This design comes from an exercise in tuning for small area, a short achievable clock period and few clock cycles per item on the open sky130 flow, not from production work.
Where RTL was checked, it was by simulation tests only, not by an equivalence proof against the original.
No functional check of the RTL was part of run 1.
No activity file was given, so power comes from the tool's default toggle rates.

==> design/flow/design.v <==
module gf_addsub_lanes #(
    parameter int               WIDTH   = 32,
    parameter logic [WIDTH-1:0] MODULUS = 32'hec940e71,
    parameter int               LANES   = 4
) (
    input  logic                     i_clk,
    input  logic                     i_rst,
    input  logic                     i_valid,
    output logic                     o_ready,
    input  logic [1:0]               i_op,
    input  logic [LANES*WIDTH-1:0]   i_a,
    input  logic [LANES*WIDTH-1:0]   i_b,
    output logic                     o_valid,
    input  logic                     i_ready,
    output logic [LANES*WIDTH-1:0]   o_out,
    output logic [LANES-1:0]         o_err
);
    localparam int PREFIX = 0;
    localparam int LOGW   = 5;   
    function automatic logic [WIDTH:0] carries(input logic [WIDTH-1:0] g,
                                               input logic [WIDTH-1:0] p,
                                               input logic             cin);
        logic [WIDTH-1:0] gg, pp, gn, pn;
        gg    = g;
        pp    = p;
        gg[0] = g[0] | (p[0] & cin);
        if (PREFIX == 0) begin
            for (int l = 0; l < LOGW; l++) begin
                gn = gg;
                pn = pp;
                for (int i = 0; i < WIDTH; i++) begin
                    if ((i >> l) & 1) begin
                        gn[i] = gg[i] | (pp[i] & gg[((i >> l) << l) - 1]);
                        pn[i] = pp[i] & pp[((i >> l) << l) - 1];
                    end
                end
                gg = gn;
                pp = pn;
            end
        end else if (PREFIX == 1) begin
            for (int l = 0; l < LOGW; l++) begin
                for (int i = 0; i < WIDTH; i++) begin
                    if (((i + 1) % (2 << l)) == 0) begin
                        gg[i] = gg[i] | (pp[i] & gg[i - (1 << l)]);
                        pp[i] = pp[i] & pp[i - (1 << l)];
                    end
                end
            end
            for (int l = LOGW - 2; l >= 0; l--) begin
                for (int i = 0; i < WIDTH; i++) begin
                    if (((i + 1) % (2 << l)) == (1 << l) && i >= (2 << l)) begin
                        gg[i] = gg[i] | (pp[i] & gg[i - (1 << l)]);
                        pp[i] = pp[i] & pp[i - (1 << l)];
                    end
                end
            end
        end else begin
            for (int l = 0; l < LOGW; l++) begin
                gn = gg;
                pn = pp;
                for (int i = 0; i < WIDTH; i++) begin
                    if (i >= (1 << l)) begin
                        gn[i] = gg[i] | (pp[i] & gg[i - (1 << l)]);
                        pn[i] = pp[i] & pp[i - (1 << l)];
                    end
                end
                gg = gn;
                pp = pn;
            end
        end
        carries = {gg, cin};
    endfunction
    logic sub_c, neg_c;
    assign sub_c = i_op[0] ^ i_op[1];
    assign neg_c = i_op[1] & ~i_op[0];
    logic [LANES-1:0][WIDTH-1:0] r1_c;
    logic [LANES-1:0]            co_c;
    logic [LANES-1:0]            err_c;
    for (genvar k = 0; k < LANES; k++) begin : g_front
        logic [WIDTH-1:0] a, b, x, y, yi;
        logic [WIDTH:0]   c1;
        assign a = i_a[k*WIDTH +: WIDTH];
        assign b = i_b[k*WIDTH +: WIDTH];
        assign err_c[k] = (a >= MODULUS) | ((b >= MODULUS) & ~i_op[1]);
        assign x  = a & {WIDTH{~neg_c}};
        assign y  = (a & {WIDTH{neg_c}}) | (b & {WIDTH{~i_op[1]}});
        assign yi = y ^ {WIDTH{sub_c}};
        assign c1      = carries(x & yi, x ^ yi, sub_c);
        assign r1_c[k] = x ^ yi ^ c1[WIDTH-1:0];
        assign co_c[k] = c1[WIDTH];
    end
    logic [LANES-1:0][WIDTH-1:0] r1_q;
    logic [LANES-1:0]            co_q;
    logic                        sub_q;
    assign o_ready = ~o_valid | i_ready;
    always_ff @(posedge i_clk) begin
        if (i_rst) begin
            o_valid <= 1'b0;
        end else if (o_ready) begin
            o_valid <= i_valid;
        end
    end
    always_ff @(posedge i_clk) begin
        if (o_ready) begin
            r1_q  <= r1_c;
            co_q  <= co_c;
            sub_q <= sub_c;
            o_err <= err_c;
        end
    end
    for (genvar k = 0; k < LANES; k++) begin : g_back
        logic [WIDTH-1:0] r1, kk;
        logic [WIDTH:0]   c2;
        logic             pick, padd, psub;
        assign r1   = r1_q[k];
        assign pick = sub_q ? ~co_q[k] : (co_q[k] | (r1 >= MODULUS));
        assign padd = pick & ~sub_q;
        assign psub = pick & sub_q;
        always_comb begin
            for (int i = 0; i < WIDTH; i++) kk[i] = MODULUS[i] ? psub : padd;
            kk[0] = pick;
        end
        assign c2 = carries(r1 & kk, r1 ^ kk, 1'b0);
        assign o_out[k*WIDTH +: WIDTH] = r1 ^ kk ^ c2[WIDTH-1:0];
    end
endmodule
==> design/flow/flow/run.sh <==
#!/bin/bash
# Layout flow: the standard ORFS flow (standard.sh) with these changes:
#  - the ports get plain sky130_fd_sc_hd__buf_1 buffers instead of delay cells;
#  - if flow/abc.script exists, synthesis maps the logic with that ABC script in place
#    of ORFS's speed script (everything else in the synthesis is the standard flow's own script);
#  - settings in flow/env.sh (if any) are exported before the flow runs.
# Each tool's full output goes to the ORFS logs under orfs/logs; make's own output
# goes to flow_make.log here.
set -euo pipefail
W=$(pwd)
export BUFFER_PORTS_ARGS="-buffer_cell sky130_fd_sc_hd__buf_1"
if [[ -f flow/env.sh ]]; then source flow/env.sh; fi
SYN=$W/synth_recipe.tcl
if [[ -f flow/abc.script ]]; then
  cat > $W/flow_synth.tcl <<EOT
proc abc {args} {
  set i [lsearch -exact \$args -script]
  if {\$i >= 0} { lset args [expr {\$i + 1}] $W/flow/abc.script }
  yosys abc {*}\$args
}
source $W/synth_recipe.tcl
EOT
  SYN=$W/flow_synth.tcl
fi
sed "s#SYNTH_SCRIPT=$W/synth_recipe.tcl#SYNTH_SCRIPT=$SYN#" standard.sh > flow_standard.sh
bash flow_standard.sh > flow_make.log 2>&1
==> design/flow/standard.sh <==
#!/bin/bash
# synth_recipe.tcl (not shown) runs the flow's synth.tcl, then flattens the netlist and writes it again
# the make line also repeats each setting of config.mk as NAME=value (left out here)
make -C /OpenROAD-flow-scripts/flow DESIGN_CONFIG=/design/flow/config.mk WORK_HOME=/design/flow/orfs CLKGATE_MAP_FILE= SYNTH_SCRIPT=/design/flow/synth_recipe.tcl "${@:-finish}"
==> design/flow/config.mk <==
export PLATFORM = sky130hd
export DESIGN_NAME = gf_addsub_lanes
export DESIGN_NICKNAME = gf_addsub_lanes
export VERILOG_FILES = /design/flow/design.v
export SDC_FILE = /design/flow/constraint.sdc
export NUM_CORES = 4
export LEC_CHECK = 0
export CAP_MARGIN = 20
export CORE_MARGIN = 2
export CORE_UTILIZATION = 40
export GPL_TIMING_DRIVEN = 0
export SETUP_SLACK_MARGIN = 0.2
export SLEW_MARGIN = 20
==> design/flow/constraint.sdc <==
create_clock -name core_clock -period 5.5 [get_ports {i_clk}]
set_input_delay 1.1000 -clock core_clock [delete_from_list [all_inputs] [get_ports {i_clk}]]
set_output_delay 1.1000 -clock core_clock [all_outputs]
set_load 0.01 [all_outputs]
==> results of run 1 <==
[cell usage in the layout (no fill, tap or decap), types with 37 or more instances in the layout]
master and count:
inv_1 101, o21a_1 42, xnor2_1 216, xor2_1 54, nor2_1 116, nand2_1 51, edfxtp_1 137, nand3_1 60
o21ai_0 57, buf_4 92, nor2b_1 132, a22oi_1 125, a21o_1 79, a21oi_1 89, buf_2 81, buf_1 307
ha_1 205, buf_6 37
[area by class of cell]
type	instances	area (um2)
fillers	4203	21390
multi-input cells	1743	15000
flip-flops and latches	138	4134
repair buffers	521	2858
well taps	600	750.7
inverters	113	442.9
clock buffers	21	440.4
plain buffers	57	272.8
clock inverters	10	78.83
diodes	7	17.52
[metrics by stage]
step | power (mW) | utilization | worst slack, ns
3_5_place_dp | 8.899 | 0.4561 | -1.602
5_1_grt | 13.20 | 0.5286 | -0.5806
2_1_floorplan | 6.802 | - | 0.3261
3_3_place_gp | 8.787 | 0.4546 | -1.558
4_1_cts | 11.39 | 0.5094 | -0.3420
6_report | 12.32 | 0.5287 | -0.4215
[per-layer routing]
layer / wire length, um / share of wire / GRT usage
met1: 28490 / 0.44 / 0.3471
met2: 30920 / 0.48 / 0.4369
met3: 3376 / 0.052 / 0.03354
met4: 1979 / 0.031 / 0.1007
met5: 28 / 0.00043 / 0
[final timing paths]
check,from,to,slack [ns],cells after the start
hold reg to reg,o_valid,o_valid,0.91,2
setup reg to reg,o_valid,r1_q[66],3.73,3
setup / recovery,r1_q[13],o_out[26],-0.42,19
hold / removal,i_rst,o_valid,0.78,2
[flip-flops by register name, summed over array words and instances (netlist names)]
name	count
co_q	4
o_err	4
o_valid	1
r1_q	128
sub_q	1
[kinds of logic (layout without fill, tap and decap cells)]
kind of cell,after synthesis,count (layout),share of synthesized area
AND/OR/NAND/NOR,579,579,0.1707
buffers and inverters,170,722,0.03469
other,0,7,0
adder cells (fa/ha/maj),281,281,0.2075
multiplexers,1,1,0.0005442
AO/OA/AOI/OAI,587,587,0.2213
flip-flops,138,138,0.2248
XOR/XNOR,295,295,0.1405
[power groups by stage]
stage / clock network [mW] / logic, mW / registers (mW)
2_1_floorplan: 0 / 4.85 / 1.95
3_3_place_gp: 0 / 6.71 / 2.08
3_5_place_dp: 0 / 6.82 / 2.08
4_1_cts: 1.08 / 8.21 / 2.10
5_1_grt: 1.13 / 9.92 / 2.16
6_report: 1.06 / 9.15 / 2.11
[what timing repair did]
action	CTS	global route
setup endpoints to repair	220	126
buffers inserted	81	40
cloned	3	0
gates resized for setup	293	183
pin swaps	119	82
hold endpoints to repair	0	0
==> results by group, run 1 <==
STA
  • Worst hold slack: 0.7807 ns
  • Final period util: 1.077
  • RSZ-0062 raised after global routing: true
  • Max frequency: around 0.17 GHz
  • TNS Setup: -6.045 ns
  • Final setup viols: 32
  • Final Worst Setup Slack: -0.4215 ns
  • Max Slew Vio Count: 0
  • Slew @ Worst Pin: roughly 1.0 ns
  • Skew final: 0.01500 ns
  • Tmin final: 5.922 ns
  • Max-Slew Margin vs Limit: 0.3056
  • Final hold viol count: 0

Status
  • Status: complete, but fails checks
  • Fail Reasons: negative setup slack

CTS
  • CTS tree: done
  • Htree depth: 4
  • Skew-Pair Late Insertion Delay: approximately 0.46 ns
  • CTS buffer count: 17
  • Clock buffer depth: 2
  • Clock root buffer: clkbuf_16
  • Reg clk slew, reported paths: 0.06 ns
  • Clock sink count: 138
  • Hold Buf Count CTS: 0

Power and ir drop
  • Max VDD drop: 0.4199 mV
  • Internal power: approximately 6.6 mW
  • Net Switching: ~5.7 mW
  • Leak Pwr: approximately 10 nW
  • Sw frac: 0.4640
  • Flop pwr share: 0.171
  • Pwr/cell area: between 500 and 600 nW/um2
  • Power share of the clock group: 0.086
  • Combinational share of power: 0.743

Final layout
  • Fin area: between 20000 and 25000 um2
  • NumNets Final: 3134
  • Area Growth Syn to Fin: 30.44%
  • Fraction of layout cells with a size suffix above 1: 0.1952
  • Non-filler instance count after layout: about 3200

Detailed routing
  • Vias per cell: 5.599
  • DRT Pass-1 Iters: 7
  • Total number of vias: between 15000 and 20000
  • ANT nets after route: 0
  • Total wire length: 64800 um
  • Drt initial violations: around 1300
  • # DRC: 0
  • DR WL/cell: ~20 um

Logic synthesis
  • Top-count cell post-synth: ha_1
  • Ys Warns: 1
  • Area contributors post-synth: edfxtp_1, ha_1, xnor2_1
  • Post-synth top area cell: edfxtp_1
  • Register area share after synthesis: 0.2248
  • Synth Register Bits: between 100 and 150
  • Post-synth EDFFs: 137
  • Top FF cell, synth: edfxtp_1
  • Async set or reset register ratio after synthesis: 0
  • Syn_area_per_cell: between 8 and 9 um2
  • Cell Area, Synth: roughly 18000 um2
  • Syn_nets: roughly 2600
  • Most numerous cell types in the synthesized netlist: ha_1, xnor2_1, edfxtp_1, nor2_1, nor2b_1
  • Yosys cell types: 74
  • Cell count after synthesis: 2051
  • Synth top area share: 0.2237

Floorplanning
  • Starting Density: 0.4053
  • Die Y: 218.4 um
  • Std-Cell Rows: between 70 and 80
  • Core Area: around 45000 um2
  • Num ports: between 300 and 400
  • Die ar.: about 48000 um2
  • Die width: approximately 220 um

Critical path
  • Worst-path fanout max: 5
  • CP Capture Type: output pin
  • CP max-delay cell: or4_4
  • WP data required: 4.40 ns
  • WP buf/inv: 5
  • CP top delay family: compound AO/OA/AOI/OAI gates
  • Worst Path Arrival: 4.82 ns
  • CP max stage delay: approximately 0.56 ns
  • Crit path launch type: flip-flop
  • Crit path cell chain: or4_4 -> a41oi_2 -> o311ai_1 -> o211ai_1 -> buf_4 -> clkinvlp_4 -> buf_8 -> fa_2 -> a211oi_4 -> o211ai_4 -> a31oi_4 -> o311ai_4 -> buf_6 -> a2111oi_4 -> nor4b_4 -> o21a_1 -> nor2_2 -> xnor2_2 -> buf_2
  • CP Class: flip-flop to output pin

Global routing
  • Largest net degree at the start of global routing: 60
  • GRT Residual Overflow: 0
  • Number of global-route vias before repair: 17490
  • Antenna violations before repair: 7
  • First-pass GRT wire length: slightly below 100000 um
  • All-Layer GR Usage: 0.2630

Placement
  • GPL Wtd Cong: between 0.9 and 1
  • Placed cells: 3048
  • Post-DP HPWL: slightly above 50000 um
  • DP Area: slightly above 20000 um2
  • PortBufs: about 400

Run
  • Max Cap Viol: 0

Worst hold path
  • HP Class: input pin to flip-flop
==> run 2: changes to the inputs <==
--- a/design/flow/design.v
+++ b/design/flow/design.v
@@ -110,16 +110,16 @@
     end
+    logic [WIDTH-1:0] kc;
+    always_comb begin
+        for (int i = 0; i < WIDTH; i++) kc[i] = MODULUS[i] ? sub_q : ~sub_q;
+        kc[0] = 1'b1;
+    end
     for (genvar k = 0; k < LANES; k++) begin : g_back
-        logic [WIDTH-1:0] r1, kk;
+        logic [WIDTH-1:0] r1, r2;
         logic [WIDTH:0]   c2;
-        logic             pick, padd, psub;
+        logic             pick;
         assign r1   = r1_q[k];
+        assign c2   = carries(r1 & kc, r1 ^ kc, 1'b0);
+        assign r2   = r1 ^ kc ^ c2[WIDTH-1:0];
         assign pick = sub_q ? ~co_q[k] : (co_q[k] | (r1 >= MODULUS));
-        assign padd = pick & ~sub_q;
-        assign psub = pick & sub_q;
-        always_comb begin
-            for (int i = 0; i < WIDTH; i++) kk[i] = MODULUS[i] ? psub : padd;
-            kk[0] = pick;
-        end
-        assign c2 = carries(r1 & kk, r1 ^ kk, 1'b0);
-        assign o_out[k*WIDTH +: WIDTH] = r1 ^ kk ^ c2[WIDTH-1:0];
+        assign o_out[k*WIDTH +: WIDTH] = pick ? r2 : r1;
     end
--- a/design/flow/config.mk
+++ b/design/flow/config.mk
@@ -11,3 +11,3 @@
 export GPL_TIMING_DRIVEN = 0
-export SETUP_SLACK_MARGIN = 0.2
+export SETUP_SLACK_MARGIN = 0.6
 export SLEW_MARGIN = 20
==> run 2 against run 1 <==
The run now finishes clean. Worst setup slack better by 0.94 ns. Global-route usage up 2.4 points. Non-clock buffer count down 53. Core utilization down 2.3 points. Highest routed layer unchanged. First-iteration DRC count up 23%. Worst hold slack better by 0.048 ns. Clock-buffer cell count unchanged. Cell area up 0.84%. Sequential share of layout area down 0.14 points. Clock power up 15%. Critical path type unchanged.
==> results by group, run 2 <==
CTS
  • Reg clk slew, reported paths: roughly 0.07 ns
  • Htree depth: 4
  • CTS tree: done
  • Hold Buf Count CTS: 0
  • CTS buffer count: 17
  • Clock sink count: ~140
  • Clock buffer depth: 2
  • Skew-Pair Late Insertion Delay: ~0.43 ns
  • Clock root buffer: clkbuf_16

Power and ir drop
  • Max VDD drop: ~0.24 mV
  • Leak Pwr: 9.775 nW
  • Flop pwr share: 0.196
  • Net Switching: between 5 and 6 mW
  • Combinational share of power: 0.699
  • Tot Pwr: 11.51 mW
  • Power share of the clock group: 0.106
  • Pwr/cell area: about 480 nW/um2
  • Internal power: slightly below 6 mW
  • Sw frac: 0.4862

Detailed routing
  • Drt initial violations: 1536
  • Total wire length: ~76000 um
  • DR WL/cell: about 22 um
  • DRT Pass-1 Iters: 5
  • # DRC: 0
  • ANT nets after route: 0
  • Total number of vias: between 15000 and 20000
  • Vias per cell: roughly 5.9

Run
  • Max Cap Viol: 0

Critical path
  • R2r worst-path depth: 2
  • WP data required: around 4.4 ns
  • R2R setup slack: around 4 ns
  • CP Class: flip-flop to output pin
  • Crit Reg-Reg Endpoint: r1_q[121]
  • CP max-delay cell: edfxtp_1
  • CP max stage delay: 0.46 ns
  • Crit path launch type: flip-flop
  • Worst-path fanout max: 10
  • Worst Path Arrival: 3.88 ns
  • CP top delay family: compound AO/OA/AOI/OAI gates
  • Crit path cell chain: buf_6 -> buf_12 -> ha_4 -> a21oi_2 -> nand2_1 -> a221o_1 -> o21ai_4 -> o31ai_4 -> a32oi_2 -> a211oi_2 -> or4_1 -> a21oi_2 -> xor2_1 -> buf_2
  • Cell mode on critical path: a21oi_2
  • WP buf/inv: 3
  • Reg-to-Reg Start: o_valid
  • CP Capture Type: output pin

Logic synthesis
  • Cell count after synthesis: roughly 2300
  • Ys Warns: 1
  • Post-synth top area cell: edfxtp_1
  • Syn_area_per_cell: around 8.5 um2
  • Top-count cell post-synth: ha_1
  • Cell Area, Synth: a little under 20000 um2
  • Most numerous cell types in the synthesized netlist: ha_1, xnor2_1, nand2_1, o21ai_0, nor2b_1
  • Area contributors post-synth: edfxtp_1, ha_1, xnor2_1
  • Synth top area share: 0.2120
  • Syn_nets: 2811
  • Post-synth EDFFs: ~140
  • Top FF cell, synth: edfxtp_1
  • Yosys cell types: 83
  • Register area share after synthesis: 0.2131
  • Async set or reset register ratio after synthesis: 0
  • Synth Register Bits: around 140

Final layout
  • Area Growth Syn to Fin: 24.69%
  • Fin area: about 24000 um2
  • Largest Register: r1_q
  • Commonest cells after routing, fill and taps aside: buf_1, xnor2_1, ha_1
  • Fill count: 4616
  • Fraction of layout cells with a size suffix above 1: 0.1376
  • NumNets Final: approximately 3300
  • Most common library cell in the layout ignoring fill and taps: buf_1
  • Max reg flops: 128
  • Regs by FF count: r1_q x128, co_q x4, o_err x4
  • Non-filler instance count after layout: roughly 3400

Placement
  • Post-DP HPWL: just over 60000 um
  • Place WS: -0.9589 ns
  • PortBufs: 395
  • GPL Wtd Cong: 1.015
  • Placed cells: between 3000 and 4000
  • DP Area: roughly 22000 um2

STA
  • TNS Setup: 0 ns
  • Tmin final: between 4 and 5 ns
  • Skew final: between 0.01 and 0.015 ns
  • Final Worst Setup Slack: about 0.52 ns
  • Slew @ Worst Pin: between 0.9 and 1 ns
  • Final setup viols: 0
  • Max-Slew Margin vs Limit: 0.3653
  • Max Slew Vio Count: 0
  • Final period util: 0.9052
  • RSZ-0062 raised after global routing: true
  • Final hold viol count: 0
  • Max frequency: between 0.2 and 0.25 GHz

Floorplanning
  • Core Area: 47850 um2
  • Std-Cell Rows: 80
  • Die width: around 220 um
  • Die Y: ~220 um
  • Die ar.: between 50000 and 60000 um2
  • Starting Density: 0.4055
  • Num ports: ~400

Global routing
  • All-Layer GR Usage: 0.2869
  • Number of global-route vias before repair: approximately 19000
  • Largest net degree at the start of global routing: a little under 60
  • GRT Residual Overflow: 0
  • First-pass GRT wire length: ~110000 um
  • Antenna violations before repair: 12

Worst hold path
  • Hold Path End: o_valid
  • HP Class: input pin to flip-flop
  • Hold path depth: 2
  • Hold path startpoint: i_rst

Status
  • Status: finished clean
[run 2: cell types whose count changed in the layout (fill, tap and decap cells not counted), sizes merged, moves of 20 or more]
cell,previous run,this run
nand2,56,175
o21ai,80,160
mux2,0,20
buf,524,460
nor3,26,51
[run 2: cell type report]
class | count | area [um2] | share of cell area
sequential | 138 | 4134 | 0.1709
timing repair inverter | 3 | 36.28 | 0.001500
clock inverter | 11 | 147.6 | 0.006102
multi-input combinational | 1957 | 15730 | 0.6502
antenna | 5 | 12.51 | 0.0005171
timing repair buffer | 447 | 2083 | 0.08610
buffer | 78 | 431.7 | 0.01784
clock buffer | 21 | 450.4 | 0.01862
inverter | 99 | 397.9 | 0.01645
tap | 615 | 769.5 | 0.03180
[run 2: through the flow]
step | hold WS (ns) | util
6_report | 0.8290 | 0.5057
5_1_grt | 0.8109 | 0.5056
4_1_cts | 0.8191 | 0.4880
3_5_place_dp | 0.9529 | 0.4681
3_3_place_gp | 1.258 | 0.4649
2_1_floorplan | 1.169 | -
[run 2: worst reg2reg max path, stage by stage, from the launching register on]
cell,delay [ns]
dfxtp_1,0.33
nand2b_4,0.42
buf_16,0.33
[run 2: kinds of logic after synthesis]
| kind of cell | share of synthesized area |
|---|---|
| AO/OA/AOI/OAI | 0.2292 |
| XOR/XNOR | 0.1332 |
| adder cells (fa/ha/maj) | 0.1941 |
| buffers and inverters | 0.03430 |
| flip-flops | 0.2131 |
| multiplexers | 0.01212 |
| AND/OR/NAND/NOR | 0.1840 |
[run 2: routing by layer]
metal,vias up,global-route usage,share of wire
li1,9316,-,-
met1,9569,0.3672,0.43
met2,766,0.4929,0.47
met3,126,0.04951,0.069
met4,16,0.08887,0.028
met5,-,0,0.0014
[run 2: how the worst max path moves through the flow]
stage,start,slack (ns),depth (start not counted),endpoint
after floorplan,sub_q,-1.83,12,o_out[95]
after global placement,sub_q,-5.55,13,o_out[95]
after detailed placement,i_op[1],-0.96,17,co_q[3]
after CTS,sub_q,0.44,13,o_out[95]
after global routing,sub_q,0.40,14,o_out[95]
final,sub_q,0.52,14,o_out[95]
[run 2: timing repair]
action	4_1_cts	5_1_grt
setup endpoints to repair	199	91
gates resized for setup	85	133
pin swaps	8	47
setup buffers	7	35
gates cloned	3	3
[run 2: power groups by stage]
stage	Combinational [mW]	Clock, mW	Sequential (mW)
after floorplan	5.56	0	2.03
after global placement	7.24	0	2.26
after detailed placement	7.44	0	2.24
after CTS	7.62	1.23	2.22
after global routing	8.81	1.27	2.30
final	8.04	1.22	2.25
Testbench counts of run 2, summed over its fixed seeds: cycles 12,008, items 12,000.
==> run 3: changes to the inputs <==
--- a/design/flow/config.mk
+++ b/design/flow/config.mk
@@ -11,3 +11,3 @@
 export GPL_TIMING_DRIVEN = 0
-export SETUP_SLACK_MARGIN = 0.6
+export SETUP_SLACK_MARGIN = 1.2
 export SLEW_MARGIN = 20
==> run 3 against run 2 <==
Sequential share of layout area down 1.9 points. Clock-buffer cell count stayed put. Die area stayed put. Synthesized cell count is the same. Cell area grew 12%. Fmax shrank 3.8%. Sequential power increased by 2%. Critical path depth decreased by 1. Total power increased by 17%. Clock power rose by 9%. Routed wire length is 6.3% higher. First-iteration DRC count shrank 4.9%.
==> results by group, run 3 <==
Logic synthesis
  • Yosys cell types: between 80 and 90
  • Synth top area share: 0.2120
  • Post-synth top area cell: edfxtp_1
  • Synth Register Bits: between 100 and 150
  • Ys Warns: 1
  • Syn_area_per_cell: ~8.5 um2
  • Post-synth EDFFs: 137
  • Area contributors post-synth: edfxtp_1, ha_1, xnor2_1
  • Most numerous cell types in the synthesized netlist: ha_1, xnor2_1, nand2_1, o21ai_0, nor2b_1
  • Cell count after synthesis: around 2300
  • Cell Area, Synth: 19400 um2
  • Async set or reset register ratio after synthesis: 0
  • Syn_nets: ~2800
  • Top FF cell, synth: edfxtp_1
  • Register area share after synthesis: 0.2131
  • Top-count cell post-synth: ha_1

Final layout
  • Fin area: 27200 um2
  • Area Growth Syn to Fin: 40.19%
  • Most common library cell in the layout ignoring fill and taps: buf_1
  • Largest Register: r1_q
  • Non-filler instance count after layout: ~3500
  • Max reg flops: around 130
  • Fill count: ~4300
  • Commonest cells after routing, fill and taps aside: buf_1, xnor2_1, ha_1
  • NumNets Final: ~3400
  • Regs by FF count: r1_q x128, co_q x4, o_err x4
  • Post-route core utilization: 0.5685
  • Fraction of layout cells with a size suffix above 1: 0.2693

CTS
  • CTS tree: done
  • Hold Buf Count CTS: 0
  • Htree depth: 4
  • Clock sink count: 138
  • Skew-Pair Late Insertion Delay: between 0.4 and 0.5 ns
  • CTS buffer count: 17
  • Clock buffer depth: 2
  • Reg clk slew, reported paths: approximately 0.070 ns
  • Clock root buffer: clkbuf_16

Detailed routing
  • # DRC: 0
  • Total number of vias: between 20000 and 25000
  • DRT Pass-1 Iters: 5
  • ANT nets after route: 0
  • Vias per cell: 5.855
  • Total wire length: just over 80000 um
  • Drt initial violations: 1461
  • DR WL/cell: about 23 um

STA
  • Final period util: 0.9411
  • Max frequency: approximately 0.19 GHz
  • Max Slew Vio Count: 0
  • RSZ-0062 raised after global routing: true
  • Final setup viols: 0
  • Slew @ Worst Pin: ~0.77 ns
  • Final hold viol count: 0
  • Final Worst Setup Slack: around 0.32 ns
  • Worst hold slack: between 0.8 and 0.9 ns
  • Tmin final: 5.176 ns
  • Skew final: 0.01138 ns
  • Max-Slew Margin vs Limit: 0.4829

Floorplanning
  • Die ar.: 50290 um2
  • Starting Density: 0.4055
  • Std-Cell Rows: 80
  • Die Y: 224.2 um
  • Core Area: approximately 48000 um2
  • Die width: between 200 and 250 um
  • Num ports: a little under 400

Global routing
  • All-Layer GR Usage: 0.3021
  • First-pass GRT wire length: 115900 um
  • Antenna violations before repair: 8
  • Number of global-route vias before repair: 20120
  • Largest net degree at the start of global routing: 55
  • GRT Residual Overflow: 0

Placement
  • Place WS: -0.5973 ns
  • DP Area: ~23000 um2
  • Post-DP HPWL: 60580 um
  • PortBufs: ~400
  • GPL Wtd Cong: a little under 1
  • Placed cells: about 3300

Critical path
  • Crit path cell chain: bufinv_16 -> buf_16 -> buf_16 -> ha_1 -> a21oi_1 -> nor3b_1 -> a211oi_2 -> buf_4 -> buf_4 -> o31ai_1 -> a21oi_2 -> xor2_1 -> buf_2
  • WP buf/inv: 6
  • CP Class: flip-flop to output pin
  • Worst Path Arrival: slightly above 4 ns
  • CP Capture Type: output pin
  • Worst-path fanout max: 22
  • WP data required: roughly 4.4 ns
  • Crit path launch type: flip-flop
  • CP max stage delay: a little under 0.6 ns
  • CP top delay family: buffers and inverters
  • CP max-delay cell: nor3b_1

Power and ir drop
  • Leak Pwr: 11.27 nW
  • Max VDD drop: around 0.28 mV
  • Pwr/cell area: 493.1 nW/um2

Run
  • Max Cap Viol: 0

Status
  • Status: finished clean

Worst hold path
  • HP Class: input pin to flip-flop
run 3: cell counts after synthesis:
Identical to the previous run, type by type.
run 3: cell type report:
cell class              count  area, um2  share of cell area
well taps                 615      769.5             0.02829
inverters                  99      415.4             0.01527
repair buffers            598       3747              0.1378
multi-input cells        1957      16710              0.6144
clock inverters            11      195.2            0.007175
plain buffers              78      709.4             0.02608
repair inverters            2      32.53            0.001196
clock buffers              21      460.4             0.01693
flip-flops and latches    138       4134              0.1520
diodes                     10      25.02           0.0009199
run 3: path summary, 6_finish.rpt:
check | slack, ns | depth (start not counted) | startpoint | end
worst max-delay path | 0.32 | 13 | sub_q | o_out[95]
worst min-delay path | 0.81 | 2 | i_rst | o_valid
worst max register to register | 3.66 | 3 | o_valid | r1_q[119]
worst min register to register | 1.02 | 2 | o_valid | o_valid
run 3: where the power goes:
| group | internal, mW | leakage, nW | switching, mW |
|---|---|---|---|
| combinational | 4.64 | 9.53 | 5.15 |
| sequential | 1.74 | 1.43 | 0.560 |
| clock | 0.830 | 0.310 | 0.497 |
run 3: logic make-up (layout without fill, tap and decap cells):
family / after synthesis / after routing / share of synthesized area
AO/OA/AOI/OAI: 664 / 664 / 0.2292
XOR/XNOR: 295 / 295 / 0.1332
adder cells (fa/ha/maj): 277 / 277 / 0.1941
buffers and inverters: 177 / 809 / 0.03430
flip-flops: 138 / 138 / 0.2131
multiplexers: 21 / 21 / 0.01212
other: 0 / 10 / 0
AND/OR/NAND/NOR: 700 / 700 / 0.1840
run 3: through the flow:
stage | total power, mW | TNS, ns
3_5_place_dp | 9.744 | -13.97
3_3_place_gp | 9.560 | -615.35
4_1_cts | 12.19 | 0
5_1_grt | 14.27 | 0
6_report | 13.41 | 0
2_1_floorplan | 7.618 | -149.19
run 3: what timing repair did:
action,CTS,global route
gates cloned,4,1
pin swaps,112,158
setup endpoints to repair,225,165
gates resized for setup,307,333
buffers inserted,117,76
run 3: metal layers:
| layer | share of wire | GRT usage | vias up | routed length, um |
|---|---|---|---|---|
| met3 | 0.067 | 0.04337 | 203 | 5361 |
| met4 | 0.039 | 0.1107 | 10 | 3154 |
| met5 | 0.00072 | 0 | - | 58 |
| li1 | - | - | 9618 | - |
| met2 | 0.47 | 0.5120 | 846 | 38040 |
| met1 | 0.42 | 0.3916 | 9986 | 33840 |
==> run 4: changes to the inputs <==
--- a/design/flow/config.mk
+++ b/design/flow/config.mk
@@ -11,3 +11,3 @@
 export GPL_TIMING_DRIVEN = 0
-export SETUP_SLACK_MARGIN = 1.2
+export SETUP_SLACK_MARGIN = 0.2
 export SLEW_MARGIN = 20
==> run 4 against run 3 <==
Still clean. Worst setup slack got worse by 0.028 ns. Sequential share of layout area increased by 2.5 points. Cell area is 14% lower. Core utilization down 8.2 points. Non-clock buffer count fell by 189. Clock-buffer cell count down 4. Combinational power fell by 22%. Final cell count fell by 5.5%. Sequential cell count unchanged. Largest power group unchanged. Highest routed layer unchanged.
==> results by group, run 4 <==
STA
  • Max-Slew Margin vs Limit: 0.2675
  • Final period util: 0.9462
  • RSZ-0062 raised after global routing: true
  • Final Worst Setup Slack: just under 0.3 ns
  • Final hold viol count: 0
  • Tmin final: between 5 and 6 ns
  • Slew @ Worst Pin: 1.099 ns
  • Max frequency: around 0.19 GHz
  • Max Slew Vio Count: 0
  • Skew final: 0.01532 ns
  • Final setup viols: 0

Placement
  • Placed cells: about 3300
  • GPL Wtd Cong: about 0.97
  • DP Area: 22400 um2
  • PortBufs: 395
  • Post-DP HPWL: 60880 um
  • Place WS: -1.336 ns

CTS
  • Hold Buf Count CTS: 0
  • Htree depth: 4
  • Clock root buffer: clkbuf_16
  • Clock buffer depth: 2
  • CTS buffer count: 17
  • Clock sink count: ~140
  • CTS tree: done
  • Skew-Pair Late Insertion Delay: 0.44 ns
  • Reg clk slew, reported paths: approximately 0.07 ns

Logic synthesis
  • Register area share after synthesis: 0.2131
  • Post-synthesis mux area share: 0.01212
  • Top-count cell post-synth: ha_1
  • Top FF cell, synth: edfxtp_1
  • Synth top area share: 0.2120
  • Area contributors post-synth: edfxtp_1, ha_1, xnor2_1
  • Post-synthesis xor/xnor area fraction: 0.1332
  • Post-synth top area cell: edfxtp_1
  • Post-synth EDFFs: between 100 and 150
  • Cell Area, Synth: roughly 19000 um2
  • Syn_nets: roughly 2800
  • Most numerous cell types in the synthesized netlist: ha_1, xnor2_1, nand2_1, o21ai_0, nor2b_1
  • Largest family of logic cells by synthesized area: compound AO/OA/AOI/OAI gates
  • Simple-Gate Fraction of Synth Area: 0.1840
  • Adder-Cell Fraction of Synth Area: 0.1941
  • Post-synthesis compound-gate area fraction: 0.2292
  • Yosys cell types: 83
  • Synth Register Bits: around 140
  • Async set or reset register ratio after synthesis: 0
  • Ys Warns: 1
  • Syn_area_per_cell: around 8.5 um2
  • Cell count after synthesis: 2272

Critical path
  • Cell mode on critical path: buf_8
  • CP Class: flip-flop to output pin
  • CP max stage delay: 0.43 ns
  • R2r worst-path depth: 3
  • Worst Path Arrival: 4.10 ns
  • Worst-path fanout max: 16
  • Reg-to-Reg Start: o_valid
  • Crit path cell chain: buf_4 -> buf_8 -> buf_8 -> buf_16 -> ha_1 -> and4_1 -> a221o_1 -> or2_4 -> a31oi_1 -> o211a_1 -> o31ai_2 -> xnor2_1 -> nor2_1 -> xor2_1 -> buf_1
  • CP Capture Type: output pin
  • Crit Reg-Reg Endpoint: r1_q[116]
  • WP data required: approximately 4.4 ns
  • CP max-delay cell: edfxtp_1
  • Crit path launch type: flip-flop
  • R2R setup slack: 3.65 ns

Power and ir drop
  • Leak Pwr: between 9 and 10 nW
  • Pwr/cell area: 473.8 nW/um2
  • Max VDD drop: approximately 0.22 mV

Global routing
  • GRT Residual Overflow: 0
  • Number of global-route vias before repair: between 15000 and 20000
  • All-Layer GR Usage: 0.2863
  • Largest net degree at the start of global routing: ~60
  • First-pass GRT wire length: about 110000 um
  • Antenna violations before repair: 12

Final layout
  • Fill count: 4752
  • Most common library cell in the layout ignoring fill and taps: buf_1
  • Max reg flops: about 130
  • Non-filler instance count after layout: between 3000 and 4000
  • NumNets Final: around 3200
  • Regs by FF count: r1_q x128, co_q x4, o_err x4
  • Fin area: 23300 um2
  • Largest Register: r1_q
  • Fraction of layout cells with a size suffix above 1: 0.09727
  • Commonest cells after routing, fill and taps aside: buf_1, ha_1, xnor2_1
  • Area Growth Syn to Fin: 20.07%

Floorplanning
  • Core Area: 47850 um2
  • Num ports: about 400
  • Die ar.: 50290 um2
  • Std-Cell Rows: 80
  • Die width: roughly 220 um
  • Starting Density: 0.4055
  • Die Y: 224.2 um

Detailed routing
  • DR WL/cell: approximately 22 um
  • ANT nets after route: 0
  • # DRC: 0
  • Total number of vias: about 20000
  • Total wire length: 74230 um
  • Vias per cell: between 5 and 6
  • Drt initial violations: approximately 1300
  • DRT Pass-1 Iters: 7

Worst hold path
  • Hold path depth: 2
  • Hold path startpoint: i_rst
  • HP Class: input pin to flip-flop
  • Hold Path End: o_valid

Status
  • Status: finished clean

Run
  • Max Cap Viol: 0
run 4: changes by cell type in the layout (fill, tap and decap cells not counted), moves of 18 or more:
cell and change:
buf_1 +101, buf_2 -65, ha_1 +42, nor2_1 +18, clkbuf_1 +30, buf_6 -73
a21oi_1 +21, ha_4 -39, clkbuf_2 -22, buf_4 -126
run 4: how the worst max path moves through the flow:
stage | from | endpoint | slack [ns] | cells past startpoint
5_1_grt | sub_q | o_out[127] | 0.12 | 16
3_3_place_gp | sub_q | o_out[31] | -5.64 | 13
6_report | sub_q | o_out[63] | 0.30 | 15
4_1_cts | sub_q | o_out[31] | 0.20 | 14
3_5_place_dp | i_op[1] | r1_q[29] | -1.34 | 17
2_1_floorplan | sub_q | o_out[95] | -1.83 | 12
run 4: final cells by class:
class	instances	area, um2	area share
clock buffer	17	425.4	0.01826
antenna	6	15.01	0.0006445
timing repair buffer	409	1735	0.07449
sequential	138	4134	0.1774
tap	615	769.5	0.03303
timing repair inverter	1	8.758	0.0003759
multi-input combinational	1957	15290	0.6562
buffer	78	374.1	0.01606
inverter	99	397.9	0.01708
clock inverter	15	148.9	0.006391
run 4: metrics by stage:
stage | setup TNS [ns] | hold WS, ns | utilization | power [mW]
6_report | 0 | 0.8101 | 0.4869 | 11.04
5_1_grt | 0 | 0.7943 | 0.4869 | 11.94
4_1_cts | 0 | 0.7916 | 0.4828 | 10.98
3_5_place_dp | -74.32 | 0.9763 | 0.4683 | 9.728
3_3_place_gp | -674.81 | 1.258 | 0.4648 | 9.535
2_1_floorplan | -149.19 | 1.169 | - | 7.591
run 4: power by group:
part | internal, mW | leakage [nW] | total (mW) | switching [mW]
logic | 3.17 | 7.72 | 7.64 | 4.47
clock network | 0.667 | 0.273 | 1.18 | 0.511
registers | 1.73 | 1.43 | 2.22 | 0.489
total | 5.57 | 9.42 | 11.0 | 5.47
run 4: repair_timing:
| item | CTS | global route |
|---|---|---|
| setup endpoints to repair | 135 | 35 |
| pin swaps | 1 | 8 |
| gates resized for setup | 33 | 54 |
| gates cloned | 1 | 2 |
| buffers inserted | 1 | 4 |
run 4: critical path: cells and delay by family, from the launching register on:
| family | cells | cell delay (ns) |
|---|---|---|
| buf+inv | 5 | 0.93 |
| xor+xnor | 2 | 0.34 |
| fa+ha+maj | 1 | 0.37 |
| simple gates | 3 | 0.70 |
| flops | 1 | 0.43 |
| compound gates | 4 | 0.86 |
run 4: logic make-up (layout without fill, tap and decap cells):
logic type | Yosys count | after routing
adders and majority gates | 277 | 277
muxes | 21 | 21
other | 0 | 6
buffers and inverters | 177 | 619
xor gates and xnor gates | 295 | 295
AOI/OAI and AO/OA | 664 | 664
DFF | 138 | 138
and+or+nand+nor | 700 | 700
run 4: routing by layer:
| metal | track usage | wire (um) | up-vias |
|---|---|---|---|
| li1 | - | - | 9234 |
| met1 | 0.3759 | 32050 | 9434 |
| met2 | 0.4917 | 35230 | 766 |
| met3 | 0.04272 | 5087 | 100 |
| met4 | 0.07562 | 1790 | 10 |
| met5 | 0 | 60 | - |
==> run 5: changes to the inputs <==
--- a/design/flow/design.v
+++ b/design/flow/design.v
@@ -75,3 +75,3 @@
     assign neg_c = i_op[1] & ~i_op[0];
-    logic [LANES-1:0][WIDTH-1:0] r1_c;
+    logic [LANES-1:0][WIDTH-1:0] v_c;
     logic [LANES-1:0]            co_c;
@@ -88,6 +88,6 @@
         assign c1      = carries(x & yi, x ^ yi, sub_c);
-        assign r1_c[k] = x ^ yi ^ c1[WIDTH-1:0];
+        assign v_c[k]  = ~(x ^ y) ^ c1[WIDTH-1:0];
         assign co_c[k] = c1[WIDTH];
     end
-    logic [LANES-1:0][WIDTH-1:0] r1_q;
+    logic [LANES-1:0][WIDTH-1:0] v_q;
     logic [LANES-1:0]            co_q;
@@ -104,3 +104,3 @@
         if (o_ready) begin
-            r1_q  <= r1_c;
+            v_q   <= v_c;
             co_q  <= co_c;
@@ -110,16 +110,11 @@
     end
-    logic [WIDTH-1:0] kc;
-    always_comb begin
-        for (int i = 0; i < WIDTH; i++) kc[i] = MODULUS[i] ? sub_q : ~sub_q;
-        kc[0] = 1'b1;
-    end
     for (genvar k = 0; k < LANES; k++) begin : g_back
-        logic [WIDTH-1:0] r1, r2;
-        logic [WIDTH:0]   c2;
+        logic [WIDTH-1:0] v, d;
+        logic [WIDTH:0]   cw;
         logic             pick;
-        assign r1   = r1_q[k];
-        assign c2   = carries(r1 & kc, r1 ^ kc, 1'b0);
-        assign r2   = r1 ^ kc ^ c2[WIDTH-1:0];
-        assign pick = sub_q ? ~co_q[k] : (co_q[k] | (r1 >= MODULUS));
-        assign o_out[k*WIDTH +: WIDTH] = pick ? r2 : r1;
+        assign v    = v_q[k];
+        assign cw   = carries(v & MODULUS, v | MODULUS, 1'b0);
+        assign d    = MODULUS ^ cw[WIDTH-1:0];
+        assign pick = sub_q ? ~co_q[k] : (co_q[k] | ~cw[WIDTH]);
+        assign o_out[k*WIDTH +: WIDTH] = v ^ {WIDTH{~sub_q}} ^ (d & {WIDTH{pick}});
     end
==> run 5 against run 4 <==
Still clean on timing, DRC and antenna. Register-to-register slack gained 0.28 ns. Fmax increased by 0.44%. Final cell count fell by 0.36%. Clock skew decreased by 0.0079 ns. Sequential share of layout area is 1.0 points higher. Sequential cell count is the same. Total power fell by 29%. Global-route usage fell by 1.0 points. Highest routed layer unchanged.
==> results by group, run 5 <==
Logic synthesis
  • Most numerous cell types in the synthesized netlist: xnor2_1, nor2b_1, nor2_1, a21oi_1, a21o_1
  • Ys Warns: 1
  • Syn_nets: between 2000 and 3000
  • Synth top area share: 0.2185
  • Yosys cell types: 82
  • Area contributors post-synth: edfxtp_1, xnor2_1, ha_1
  • Register area share after synthesis: 0.2195
  • Post-synth EDFFs: between 100 and 150
  • Cell count after synthesis: 2279
  • Cell Area, Synth: around 19000 um2
  • Top-count cell post-synth: xnor2_1
  • Async set or reset register ratio after synthesis: 0
  • Top FF cell, synth: edfxtp_1
  • Post-synth top area cell: edfxtp_1
  • Syn_area_per_cell: a little over 8 um2
  • Synth Register Bits: 138

Status
  • Status: finished clean

Global routing
  • All-Layer GR Usage: 0.2760
  • Number of global-route vias before repair: 18100
  • Antenna violations before repair: 6
  • First-pass GRT wire length: about 100000 um
  • Largest net degree at the start of global routing: 49
  • GRT Residual Overflow: 0

STA
  • Final period util: 0.9421
  • RSZ-0062 raised after global routing: true
  • Slew @ Worst Pin: approximately 1.1 ns
  • Final hold viol count: 0
  • Max frequency: roughly 0.19 GHz
  • Final setup viols: 0
  • Skew final: between 0.007 and 0.008 ns
  • Max Slew Vio Count: 0
  • Max-Slew Margin vs Limit: 0.2704
  • Tmin final: around 5.2 ns

CTS
  • Clock buffer depth: 2
  • Clock root buffer: clkbuf_16
  • Clock sink count: between 100 and 150
  • Htree depth: 4
  • CTS buffer count: 17
  • Skew-Pair Late Insertion Delay: ~0.45 ns
  • CTS tree: done
  • Reg clk slew, reported paths: ~0.060 ns

Critical path
  • Crit path cell chain: clkbuf_4 -> ha_1 -> buf_6 -> clkbuf_8 -> clkbuf_1 -> nor2b_1 -> ha_1 -> a21oi_1 -> nand2_1 -> a221oi_4 -> a2111oi_4 -> buf_4 -> o21ai_2 -> o221ai_4 -> a2111oi_1 -> nor3_1
  • Worst Path Arrival: 5.37 ns
  • CP Class: input pin to flip-flop
  • WP data required: between 5 and 6 ns
  • Cell mode on critical path: ha_1
  • CP top delay family: compound AO/OA/AOI/OAI gates
  • Crit path launch type: input pin
  • WP buf/inv: 5
  • CP max stage delay: 0.71 ns
  • CP Capture Type: flip-flop
  • CP max-delay cell: clkbuf_1
  • Worst-path fanout max: 10

Placement
  • PortBufs: 395
  • DP Area: between 20000 and 25000 um2
  • GPL Wtd Cong: ~0.91
  • Post-DP HPWL: 54630 um

Final layout
  • Fill count: about 4600
  • Most common library cell in the layout ignoring fill and taps: buf_1
  • Post-route core utilization: 0.4729
  • Commonest cells after routing, fill and taps aside: buf_1, xnor2_1, nor2b_1
  • Fraction of layout cells with a size suffix above 1: 0.05674
  • Regs by FF count: v_q x128, co_q x4, o_err x4
  • Largest Register: v_q
  • Fin area: ~22000 um2
  • Area Growth Syn to Fin: 16.91%
  • Max reg flops: 128
  • Reg area: 4134 um2
  • Multi-input logic area: about 14000 um2
  • NumNets Final: a little over 3000

Detailed routing
  • ANT nets after route: 0
  • # DRC: 0
  • DRT Pass-1 Iters: 6
  • Drt initial violations: approximately 1100
  • Total number of vias: roughly 19000
  • Total wire length: 69470 um
  • DR WL/cell: between 20 and 25 um
  • Vias per cell: 5.666

Power and ir drop
  • Leak Pwr: approximately 8.8 nW
  • Max VDD drop: between 0.3 and 0.4 mV
  • Pwr/cell area: 353.5 nW/um2

Floorplanning
  • Starting Density: 0.4045
  • Die width: approximately 220 um
  • Std-Cell Rows: 79
  • Die Y: 221.0 um
  • Core Area: between 40000 and 50000 um2
  • Num ports: 396
  • Die ar.: roughly 50000 um2

Worst hold path
  • HP Class: input pin to flip-flop

Run
  • Max Cap Viol: 0
## run 5: cell count changes after synthesis, sizes merged, moves of 83 or more
cell	delta
a21o	+87
a21oi	+86
a22oi	-123
ha	-112
nand2	-83
nor2	+87
nor2b	+97
o21ai	-89
xnor2	+145
## run 5: kinds of logic after synthesis
group                      synth area share
AOI/OAI and AO/OA                    0.2195
muxes                               0.01149
DFF                                  0.2195
xor gates and xnor gates             0.2195
and+or+nand+nor                      0.2210
buffers and inverters               0.02591
adders and majority gates           0.08305
## run 5: area by class of cell
type / instances / share of cell area
Multi-Input combinational cell: 2019 / 0.6531
Clock buffer: 28 / 0.02302
Inverter: 36 / 0.006138
Tap cell: 607 / 0.03450
Antenna cell: 2 / 0.0002273
Buffer: 86 / 0.02171
Sequential cell: 138 / 0.1878
Clock inverter: 4 / 0.0009093
Timing Repair Buffer: 403 / 0.07263
## run 5: through the flow
stage / cells / total power [mW] / setup WS, ns / hold slack, ns / setup TNS [ns]
after detailed placement: 3284 / 6.592 / -2.588 / 0.8633 / -227.03
after global routing: 3322 / 8.276 / 0.1433 / 0.7970 / 0
after floorplan: 2279 / 5.061 / 0.4027 / 1.169 / 0
final: 3323 / 7.782 / 0.3186 / 0.7955 / 0
after CTS: 3317 / 7.737 / 0.2044 / 0.7728 / 0
after global placement: 3281 / 6.520 / -2.933 / 1.255 / -249.36
## run 5: per-layer routing
layer / vias to the layer above / wire (um) / track usage
li1: 9018 / - / -
met1: 9034 / 29740 / 0.3526
met2: 667 / 33590 / 0.4783
met3: 103 / 4423 / 0.04156
met4: 6 / 1684 / 0.08400
met5: - / 36 / 0
## run 5: path summary, 6_finish.rpt
kind | from | end | slack, ns | depth (start not counted)
max | i_op[1] | v_q[30] | 0.32 | 16
min | i_rst | o_valid | 0.80 | 2
max reg2reg | o_valid | v_q[121] | 3.93 | 3
min reg2reg | o_valid | v_q[9] | 0.87 | 1
## run 5: report_power, final
group | switching (mW) | internal, mW
Sequential | 0.334 | 1.58
Combinational | 2.85 | 1.94
Clock | 0.460 | 0.621
## run 5: timing repair
action,CTS,global route
pin swaps,4,4
hold buffers,0,0
endpoints found under the setup margin,124,50
gates resized for setup,66,29
setup buffers,1,4
Testbench counts of run 5, summed over its fixed seeds: cycles 12,008, items 12,000.
==> run 6: changes to the inputs <==
--- a/design/flow/config.mk
+++ b/design/flow/config.mk
@@ -11,3 +11,3 @@
 export GPL_TIMING_DRIVEN = 0
-export SETUP_SLACK_MARGIN = 0.2
+export SETUP_SLACK_MARGIN = 1.0
 export SLEW_MARGIN = 20
==> run 6 against run 5 <==
Clock-buffer cell count shrank 11. Largest power group unchanged. Worst hold slack lost 0.0047 ns. Final cell count is 2.0% higher. Critical path depth shrank 6. Core utilization is 2.9 points higher. Global-route usage grew 0.60 points. Routed wire length grew 3.5%. Critical path type is now flip-flop to output pin. Still clean.
==> results by group, run 6 <==
Logic synthesis
  • Ys Warns: 1
  • Top FF cell, synth: edfxtp_1
  • Async set or reset register ratio after synthesis: 0
  • Syn_nets: 2666
  • Most numerous cell types in the synthesized netlist: xnor2_1, nor2b_1, nor2_1, a21oi_1, a21o_1
  • Cell Area, Synth: 18830 um2
  • Area contributors post-synth: edfxtp_1, xnor2_1, ha_1
  • Yosys cell types: 82
  • Top-count cell post-synth: xnor2_1
  • Cell count after synthesis: roughly 2300
  • Syn_area_per_cell: 8.263 um2
  • Post-synth EDFFs: about 140
  • Synth top area share: 0.2185
  • Register area share after synthesis: 0.2195
  • Synth Register Bits: between 100 and 150
  • Post-synth top area cell: edfxtp_1

Status
  • Status: finished clean

STA
  • Final period util: 0.8120
  • Slew @ Worst Pin: around 1.1 ns
  • Max frequency: approximately 0.22 GHz
  • Tmin final: 4.466 ns
  • Skew final: between 0.01 and 0.015 ns
  • Final setup viols: 0
  • Max Slew Vio Count: 0
  • RSZ-0062 raised after global routing: true
  • Final hold viol count: 0
  • Final Worst Setup Slack: a little over 1 ns
  • Max-Slew Margin vs Limit: 0.2559

Detailed routing
  • Routed met3 length: around 3700 um
  • Total number of vias: 18960
  • # DRC: 0
  • Drt initial violations: about 1300
  • Post-Route M1 WL: between 30000 and 40000 um
  • DRT Pass-1 Iters: 5
  • Max Used Layer: met5
  • ANT nets after route: 0
  • Total wire length: between 70000 and 80000 um
  • Vias per cell: 5.596
  • DR WL/cell: about 21 um
  • Metal2 WL: 34220 um

Global routing
  • Antenna violations before repair: 11
  • First-pass GRT wire length: about 110000 um
  • Number of global-route vias before repair: 18410
  • All-Layer GR Usage: 0.2820
  • GRT Residual Overflow: 0
  • Largest net degree at the start of global routing: 44

CTS
  • Clock root buffer: clkbuf_16
  • Clock sink count: 138
  • CTS tree: done
  • CTS buffer count: 17
  • Hold Buf Count CTS: 0
  • Reg clk slew, reported paths: 0.06 ns
  • Skew-Pair Late Insertion Delay: between 0.4 and 0.5 ns
  • Clock buffer depth: 2
  • Htree depth: 4

Placement
  • DP Area: 21270 um2
  • GPL Wtd Cong: approximately 0.9
  • Post-DP HPWL: ~56000 um
  • Placed cells: roughly 3300
  • PortBufs: about 400
  • Place WS: -1.346 ns

Power and ir drop
  • Pwr/cell area: between 300 and 400 nW/um2
  • Leak Pwr: ~9.4 nW
  • Max VDD drop: 0.3098 mV

Final layout
  • Largest Register: v_q
  • Fin area: ~23000 um2
  • Most common library cell in the layout ignoring fill and taps: buf_1
  • Fill count: around 4500
  • Area Growth Syn to Fin: 24.00%
  • Multi-input logic area: around 15000 um2
  • Commonest cells after routing, fill and taps aside: buf_1, xnor2_1, nor2b_1
  • Reg area: 4134 um2
  • NumNets Final: around 3100
  • Regs by FF count: v_q x128, co_q x4, o_err x4
  • Fraction of layout cells with a size suffix above 1: 0.1114
  • Max reg flops: roughly 130
  • Non-filler instance count after layout: 3388

Critical path
  • Crit path launch type: flip-flop
  • CP top delay family: compound AO/OA/AOI/OAI gates
  • CP Capture Type: output pin
  • WP buf/inv: 2
  • CP max-delay cell: edfxtp_1
  • WP data required: 4.40 ns
  • Worst-path fanout max: 4
  • Crit path cell chain: or2_2 -> o311ai_4 -> a2111oi_4 -> o31ai_2 -> nor3b_4 -> a21o_1 -> buf_4 -> o21ai_0 -> xnor2_1 -> buf_2
  • CP max stage delay: a little over 0.4 ns
  • CP Class: flip-flop to output pin
  • Worst Path Arrival: about 3.4 ns

Floorplanning
  • Die Y: 221.0 um
  • Starting Density: 0.4045
  • Std-Cell Rows: 79
  • Core Area: about 47000 um2
  • Die ar.: 48830 um2
  • Num ports: between 300 and 400
  • Die width: roughly 220 um

Worst hold path
  • HP Class: input pin to flip-flop

Run
  • Max Cap Viol: 0
run 6: cell counts after synthesis:
Identical to the previous run, type by type.
run 6: layout make-up:
cell class,instances,area share
antenna,7,0.0007501
buffer,86,0.03301
clock buffer,17,0.01822
clock inverter,14,0.007716
inverter,36,0.005894
multi-input combinational,2019,0.6364
sequential,138,0.1770
tap,607,0.03252
timing repair buffer,464,0.08846
run 6: timing repair:
action	4_1_cts	5_1_grt
gates resized for setup	143	116
endpoints found under the hold margin	0	0
cloned	0	2
endpoints found under the setup margin	219	116
pin swaps	20	44
buffers inserted	28	35
run 6: worst reg2reg max path, stage by stage (launching register included):
cell and delay [ns]:
dfxtp_1 0.33, nand2b_4 0.42, buf_12 0.31, buf_12 0.28
run 6: cell families after synthesis:
logic type / Yosys count / share of synthesized area
compound gates: 612 / 0.2195
xor+xnor: 472 / 0.2195
fa+ha+maj: 125 / 0.08305
buf+inv: 122 / 0.02591
flops: 138 / 0.2195
mux: 21 / 0.01149
simple gates: 789 / 0.2210
run 6: path summary, 6_finish.rpt:
path           start        end  slack [ns]  depth (start not counted)
max reg2reg  o_valid    v_q[89]        3.84                          3
min            i_rst    o_valid        0.79                          2
min reg2reg  o_valid    v_q[38]        0.98                          1
max          v_q[36]  o_out[56]        1.03                         10
run 6: power breakdown:
| group | internal, mW | total, mW | switching (mW) | leakage (nW) |
|---|---|---|---|---|
| Clock | 0.749 | 1.25 | 0.499 | 0.293 |
| Combinational | 2.19 | 5.14 | 2.95 | 7.68 |
| Sequential | 1.58 | 1.93 | 0.355 | 1.45 |
run 6: metrics by stage:
stage / util / power, mW / TNS (ns) / hold WS (ns)
floorplan: - / 5.085 / 0 / 1.169
global route: 0.5015 / 8.816 / 0 / 0.8108
finish: 0.5016 / 8.324 / 0 / 0.7908
CTS: 0.4879 / 8.084 / 0 / 0.7701
detailed placement: 0.4570 / 6.608 / -86.02 / 0.9823
global placement: 0.4552 / 6.534 / -95.20 / 1.254
run 6: routing by layer:
metal | vias to the layer above | global-route usage
li1 | 9130 | -
met1 | 9092 | 0.3641
met2 | 599 | 0.4716
met3 | 133 | 0.03359
met4 | 4 | 0.1277
met5 | - | 0
==> run 7: changes to the inputs <==
--- a/design/flow/config.mk
+++ b/design/flow/config.mk
@@ -11,3 +11,3 @@
 export GPL_TIMING_DRIVEN = 0
-export SETUP_SLACK_MARGIN = 1.0
+export SETUP_SLACK_MARGIN = 1.4
 export SLEW_MARGIN = 20
==> run 7 against run 6 <==
Cell area increased by 19%. Fmax increased by 1.4%. Worst setup slack improved by 0.063 ns. Combinational power increased by about 40%. Area after synthesis unchanged. Clock skew about the same. Critical path depth increased by 11. Total power increased by 24%. Die area unchanged. Sequential cell count unchanged. Global-route usage increased by 1.2 points. Critical path type is now input pin to flip-flop. Largest power group unchanged.
==> results by group, run 7 <==
Detailed routing
  • Total wire length: about 77000 um
  • # DRC: 0
  • ANT nets after route: 0
  • DR WL/cell: 21.74 um
  • Total number of vias: ~20000
  • Drt initial violations: between 1500 and 2000
  • DRT Pass-1 Iters: 7
  • Vias per cell: around 5.7

Power and ir drop
  • Leak Pwr: approximately 12 nW
  • Max VDD drop: ~0.28 mV
  • Pwr/cell area: between 300 and 400 nW/um2

Logic synthesis
  • Synth top area share: 0.2185
  • Syn_nets: around 2700
  • Yosys cell types: 82
  • Post-synth EDFFs: 137
  • Cell Area, Synth: 18830 um2
  • Most numerous cell types in the synthesized netlist: xnor2_1, nor2b_1, nor2_1, a21oi_1, a21o_1
  • Async set or reset register ratio after synthesis: 0
  • Top FF cell, synth: edfxtp_1
  • Post-synth top area cell: edfxtp_1
  • Cell count after synthesis: 2279
  • Synth Register Bits: ~140
  • Top-count cell post-synth: xnor2_1
  • Ys Warns: 1
  • Register area share after synthesis: 0.2195
  • Syn_area_per_cell: approximately 8.3 um2
  • Area contributors post-synth: edfxtp_1, xnor2_1, ha_1

Critical path
  • Crit Reg-Reg Endpoint: v_q[11]
  • CP Capture Type: flip-flop
  • Worst-path fanout max: 5
  • CP max-delay cell: a2111oi_4
  • Crit path cell chain: buf_12 -> ha_4 -> buf_12 -> buf_12 -> clkbuf_16 -> clkbuf_16 -> clkbuf_16 -> nand2_4 -> nand2_2 -> xnor2_2 -> ha_1 -> a21bo_4 -> a211oi_4 -> o2111ai_4 -> a2111oi_4 -> buf_4 -> o21ai_4 -> o221ai_4 -> buf_6 -> a21oi_2 -> xnor2_1
  • R2R setup slack: 3.94 ns
  • R2r worst-path depth: 2
  • Crit path launch type: input pin
  • Setup crit start: i_op[1]
  • CP max stage delay: a little over 0.4 ns
  • CP top delay family: compound AO/OA/AOI/OAI gates
  • WP buf/inv: 8
  • WP data required: ~5.7 ns
  • CP Class: input pin to flip-flop
  • Reg-to-Reg Start: o_valid
  • End of the critical path: v_q[61]
  • Worst Path Arrival: between 4 and 5 ns
  • Levels on crit path: 21

Final layout
  • Non-filler instance count after layout: 3552
  • Largest Register: v_q
  • Regs by FF count: v_q x128, co_q x4, o_err x4
  • NumNets Final: 3317
  • Area Growth Syn to Fin: 47.90%
  • Max reg flops: around 130
  • Most common library cell in the layout ignoring fill and taps: xnor2_1
  • Commonest cells after routing, fill and taps aside: xnor2_1, buf_1, nor2b_1
  • Fraction of layout cells with a size suffix above 1: 0.3085
  • Fin area: between 20000 and 30000 um2
  • Fill count: roughly 4000

STA
  • Max-Slew Margin vs Limit: 0.2645
  • RSZ-0062 raised after global routing: true
  • Slew @ Worst Pin: 1.103 ns
  • Final hold viol count: 0
  • Final period util: 0.8006
  • Tmin final: around 4.4 ns
  • Max Slew Vio Count: 0
  • Final setup viols: 0
  • Skew final: between 0.009 and 0.01 ns
  • Max frequency: about 0.23 GHz

Floorplanning
  • Die width: between 200 and 250 um
  • Core Area: around 47000 um2
  • Die Y: 221.0 um
  • Starting Density: 0.4045
  • Die ar.: roughly 49000 um2
  • Std-Cell Rows: 79
  • Num ports: roughly 400

Run
  • Max Cap Viol: 0

CTS
  • Reg clk slew, reported paths: 0.07 ns
  • Hold Buf Count CTS: 0
  • CTS tree: done
  • CTS buffer count: 17
  • Clock root buffer: clkbuf_16
  • Clock buffer depth: 2
  • Htree depth: 4
  • Skew-Pair Late Insertion Delay: 0.47 ns
  • Clock sink count: roughly 140

Global routing
  • GRT Residual Overflow: 0
  • Largest net degree at the start of global routing: 51
  • All-Layer GR Usage: 0.2935
  • First-pass GRT wire length: between 100000 and 150000 um
  • Number of global-route vias before repair: between 15000 and 20000
  • Antenna violations before repair: 6

Placement
  • GPL Wtd Cong: slightly above 0.9
  • DP Area: 21630 um2
  • Post-DP HPWL: 54390 um
  • Placed cells: 3283
  • PortBufs: between 300 and 400

Status
  • Status: finished clean

Worst hold path
  • Hold path startpoint: i_rst
  • HP Class: input pin to flip-flop
run 7: cell counts after synthesis:
Identical to the previous run, type by type.
run 7: logic make-up (layout without fill, tap and decap cells):
group / count (synthesis) / in the layout / share of synthesized area
DFF: 138 / 138 / 0.2195
xor gates and xnor gates: 472 / 472 / 0.2195
other: 0 / 2 / 0
and+or+nand+nor: 789 / 789 / 0.2210
buffers and inverters: 122 / 786 / 0.02591
adders and majority gates: 125 / 125 / 0.08305
muxes: 21 / 21 / 0.01149
AOI/OAI and AO/OA: 612 / 612 / 0.2195
run 7: timing repair:
action,CTS,global route
buffers inserted,140,86
pin swaps,171,258
gates cloned,6,3
setup endpoints to repair,251,198
resized for setup,466,440
run 7: cell type report:
cell class | instances | area (um2) | area share
multi-input combinational | 2019 | 17330 | 0.6221
sequential | 138 | 4134 | 0.1484
timing repair buffer | 632 | 3910 | 0.1404
buffer | 86 | 1001 | 0.03594
tap | 607 | 759.5 | 0.02727
clock buffer | 18 | 439.2 | 0.01577
inverter | 36 | 150.1 | 0.005391
clock inverter | 14 | 125.1 | 0.004492
antenna | 2 | 5.005 | 0.0001797
run 7: through the flow:
stage | hold slack, ns | util | power (mW) | TNS [ns] | worst slack (ns)
final | 0.7868 | 0.5982 | 10.28 | 0 | 1.097
after global routing | 0.8094 | 0.5982 | 10.76 | 0 | 0.9949
after CTS | 0.7753 | 0.5441 | 9.079 | 0 | 1.034
after detailed placement | 1.069 | 0.4646 | 6.701 | -56.55 | -1.057
after global placement | 1.252 | 0.4632 | 6.632 | -60.77 | -0.9812
after floorplan | 1.169 | - | 5.148 | 0 | 1.193
run 7: metal layers:
layer | part of all wire | track usage
met3 | 0.061 | 0.04661
met4 | 0.034 | 0.1074
met1 | 0.41 | 0.3685
met2 | 0.49 | 0.5069
met5 | 0.00045 | 0
run 7: report_power, final:
group | total (mW) | switching (mW) | internal [mW]
Clock | 1.14 | 0.513 | 0.631
Combinational | 7.20 | 3.75 | 3.44
Sequential | 1.94 | 0.363 | 1.58
run 7: worst min-delay path by stage:
stage / to / slack [ns] / depth (start not counted)
4_1_cts: o_valid / 0.78 / 2
3_3_place_gp: o_valid / 1.25 / 2
2_1_floorplan: o_valid / 1.17 / 1
6_report: o_valid / 0.79 / 2
5_1_grt: o_valid / 0.81 / 2
3_5_place_dp: o_valid / 1.07 / 2
==> run 8: changes to the inputs <==
--- a/design/flow/config.mk
+++ b/design/flow/config.mk
@@ -11,3 +11,3 @@
 export GPL_TIMING_DRIVEN = 0
-export SETUP_SLACK_MARGIN = 1.4
+export SETUP_SLACK_MARGIN = 1.2
 export SLEW_MARGIN = 20
==> run 8 against run 7 <==
Total power shrank 15%. Die area unchanged. Highest routed layer unchanged. First-iteration DRC count down 23%. Synthesized cell count is the same. Clock-buffer cell count is 1 lower. Largest power group unchanged.
==> results by group, run 8 <==
Critical path
  • Crit path launch type: flip-flop
  • CP Class: flip-flop to output pin
  • CP Capture Type: output pin
  • R2r worst-path depth: 2
  • Reg-to-Reg Start: o_valid
  • Worst Path Arrival: roughly 3.3 ns

Detailed routing
  • Metal2 WL: 34750 um
  • Routed met3 length: 4006 um
  • Post-Route M1 WL: ~31000 um
  • ANT nets after route: 0
  • DRT Pass-1 Iters: 5
  • # DRC: 0
  • Max Used Layer: met5
  • Drt initial violations: between 1000 and 1500
  • DR WL/cell: 21.26 um

Final layout
  • Max reg flops: about 130
  • Most common library cell in the layout ignoring fill and taps: buf_1
  • Fill count: 4432
  • Largest Register: v_q
  • Regs by FF count: v_q x128, co_q x4, o_err x4
  • Commonest cells after routing, fill and taps aside: buf_1, xnor2_1, nor2b_1

Placement
  • GPL Wtd Cong: slightly above 0.9
  • PortBufs: about 400

CTS
  • Skew-Pair Late Insertion Delay: 0.46 ns
  • Clock sink count: 138
  • Reg clk slew, reported paths: roughly 0.06 ns
  • Clock root buffer: clkbuf_16
  • CTS buffer count: 17
  • Hold Buf Count CTS: 0

Logic synthesis
  • Ys Warns: 1
  • Area contributors post-synth: edfxtp_1, xnor2_1, ha_1
  • Syn_nets: around 2700
  • Register area share after synthesis: 0.2195
  • Post-synth EDFFs: roughly 140
  • Most numerous cell types in the synthesized netlist: xnor2_1, nor2b_1, nor2_1, a21oi_1, a21o_1
  • Synth Register Bits: 138
  • Cell Area, Synth: roughly 19000 um2
  • Post-synth top area cell: edfxtp_1
  • Cell count after synthesis: 2279
  • Syn_area_per_cell: 8.263 um2
  • Async set or reset register ratio after synthesis: 0

STA
  • Max-Slew Margin vs Limit: 0.4996
  • Final period util: 0.7902
  • Skew final: 0.009708 ns
  • Final hold viol count: 0
  • RSZ-0062 raised after global routing: true
  • Max Slew Vio Count: 0
  • Max frequency: 0.2301 GHz
  • Slew @ Worst Pin: 0.7506 ns

Power and ir drop
  • Power share of the clock group: 0.137
  • Pwr/cell area: between 300 and 400 nW/um2
  • Combinational share of power: 0.641
  • Sw frac: 0.4566
  • Internal power: 4.730 mW
  • Flop pwr share: 0.222

Status
  • Status: finished clean

Global routing
  • Number of global-route vias before repair: roughly 18000
  • All-Layer GR Usage: 0.2826
  • Antenna violations before repair: 11
  • First-pass GRT wire length: between 100000 and 150000 um
  • GRT Residual Overflow: 0

Floorplanning
  • Die Y: approximately 220 um
  • Die ar.: about 49000 um2
  • Starting Density: 0.4045
  • Num ports: 396
  • Core Area: around 47000 um2
  • Die width: about 220 um
  • Std-Cell Rows: 79

Worst hold path
  • Hold path startpoint: i_rst
  • Hold path depth: 2
  • Hold Path End: o_valid
run 8: cell counts after synthesis:
Identical to the previous run, type by type.
run 8: timing repair:
item | in CTS | in global routing
pin swaps | 54 | 104
gates resized for setup | 189 | 205
gates cloned | 4 | 3
buffers inserted | 59 | 42
endpoints found under the setup margin | 247 | 137
run 8: stage by stage:
stage / hold WS, ns / instance area (um2) / util / setup WS [ns] / power (mW)
detailed placement: 1.054 / 21460 / 0.4609 / -0.9996 / 6.629
global route: 0.7817 / 24550 / 0.5273 / 1.039 / 9.199
global placement: 1.258 / 21380 / 0.4592 / -1.117 / 6.568
floorplan: 1.169 / 19140 / - / 1.186 / 5.115
CTS: 0.7640 / 23350 / 0.5015 / 1.108 / 8.237
finish: 0.7866 / 24550 / 0.5273 / 1.154 / 8.704
run 8: how the worst max path moves through the flow:
| stage | from | endpoint | slack (ns) | cells after the start |
|---|---|---|---|---|
| global route | i_op[1] | v_q[30] | 1.04 | 17 |
| finish | v_q[33] | o_out[49] | 1.15 | 12 |
| CTS | v_q[64] | o_out[92] | 1.11 | 11 |
| detailed placement | i_op[1] | co_q[3] | -1.0 | 16 |
| floorplan | i_op[1] | v_q[46] | 1.19 | 14 |
| global placement | i_op[1] | v_q[78] | -1.12 | 14 |
run 8: worst max-delay path: stages (launching register included):
cell and delay [ns]:
edfxtp_1 0.38, and4_1 0.23, buf_6 0.12, o311ai_4 0.40
a2111oi_4 0.16, o31ai_2 0.28, nor3b_4 0.27, buf_6 0.14
a21oi_4 0.11, buf_8 0.20, nor3_4 0.11, xnor2_1 0.19
buf_2 0.19
run 8: power groups by stage:
stage	clock (mW)	combinational [mW]	sequential, mW
floorplan	0	3.28	1.84
global placement	0	4.64	1.92
detailed placement	0	4.70	1.93
CTS	1.20	5.11	1.92
global route	1.24	5.99	1.97
finish	1.19	5.58	1.93
run 8: area by class of cell:
type	instances	area (um2)	area share
flip-flops and latches	138	4134	0.1684
clock inverters	15	157.7	0.006422
inverters	36	140.1	0.005708
plain buffers	86	868.3	0.03537
clock buffers	17	425.4	0.01733
well taps	607	759.5	0.03094
repair buffers	504	2487	0.1013
diodes	7	17.52	0.0007136
multi-input cells	2021	15560	0.6338
run 8: cell families after synthesis:
family | Yosys count | share of synthesized area
compound gates | 612 | 0.2195
xor+xnor | 472 | 0.2195
fa+ha+maj | 125 | 0.08305
buf+inv | 122 | 0.02591
mux | 21 | 0.01149
simple gates | 789 | 0.2210
flops | 138 | 0.2195
run 8: layer usage:
metal | track usage | vias up
li1 | - | 9209
met1 | 0.3629 | 9239
met2 | 0.4732 | 659
met3 | 0.03824 | 144
met4 | 0.1243 | 8
met5 | 0 | -

Check on run 8: ideal ports give 1.154 ns setup slack; a clkbuf_16 on the clock port and buf_2 on the inputs give 1.101 ns; moving port delays by the midpoint clock arrival (0.504 ns) as well gives 0.628 ns.
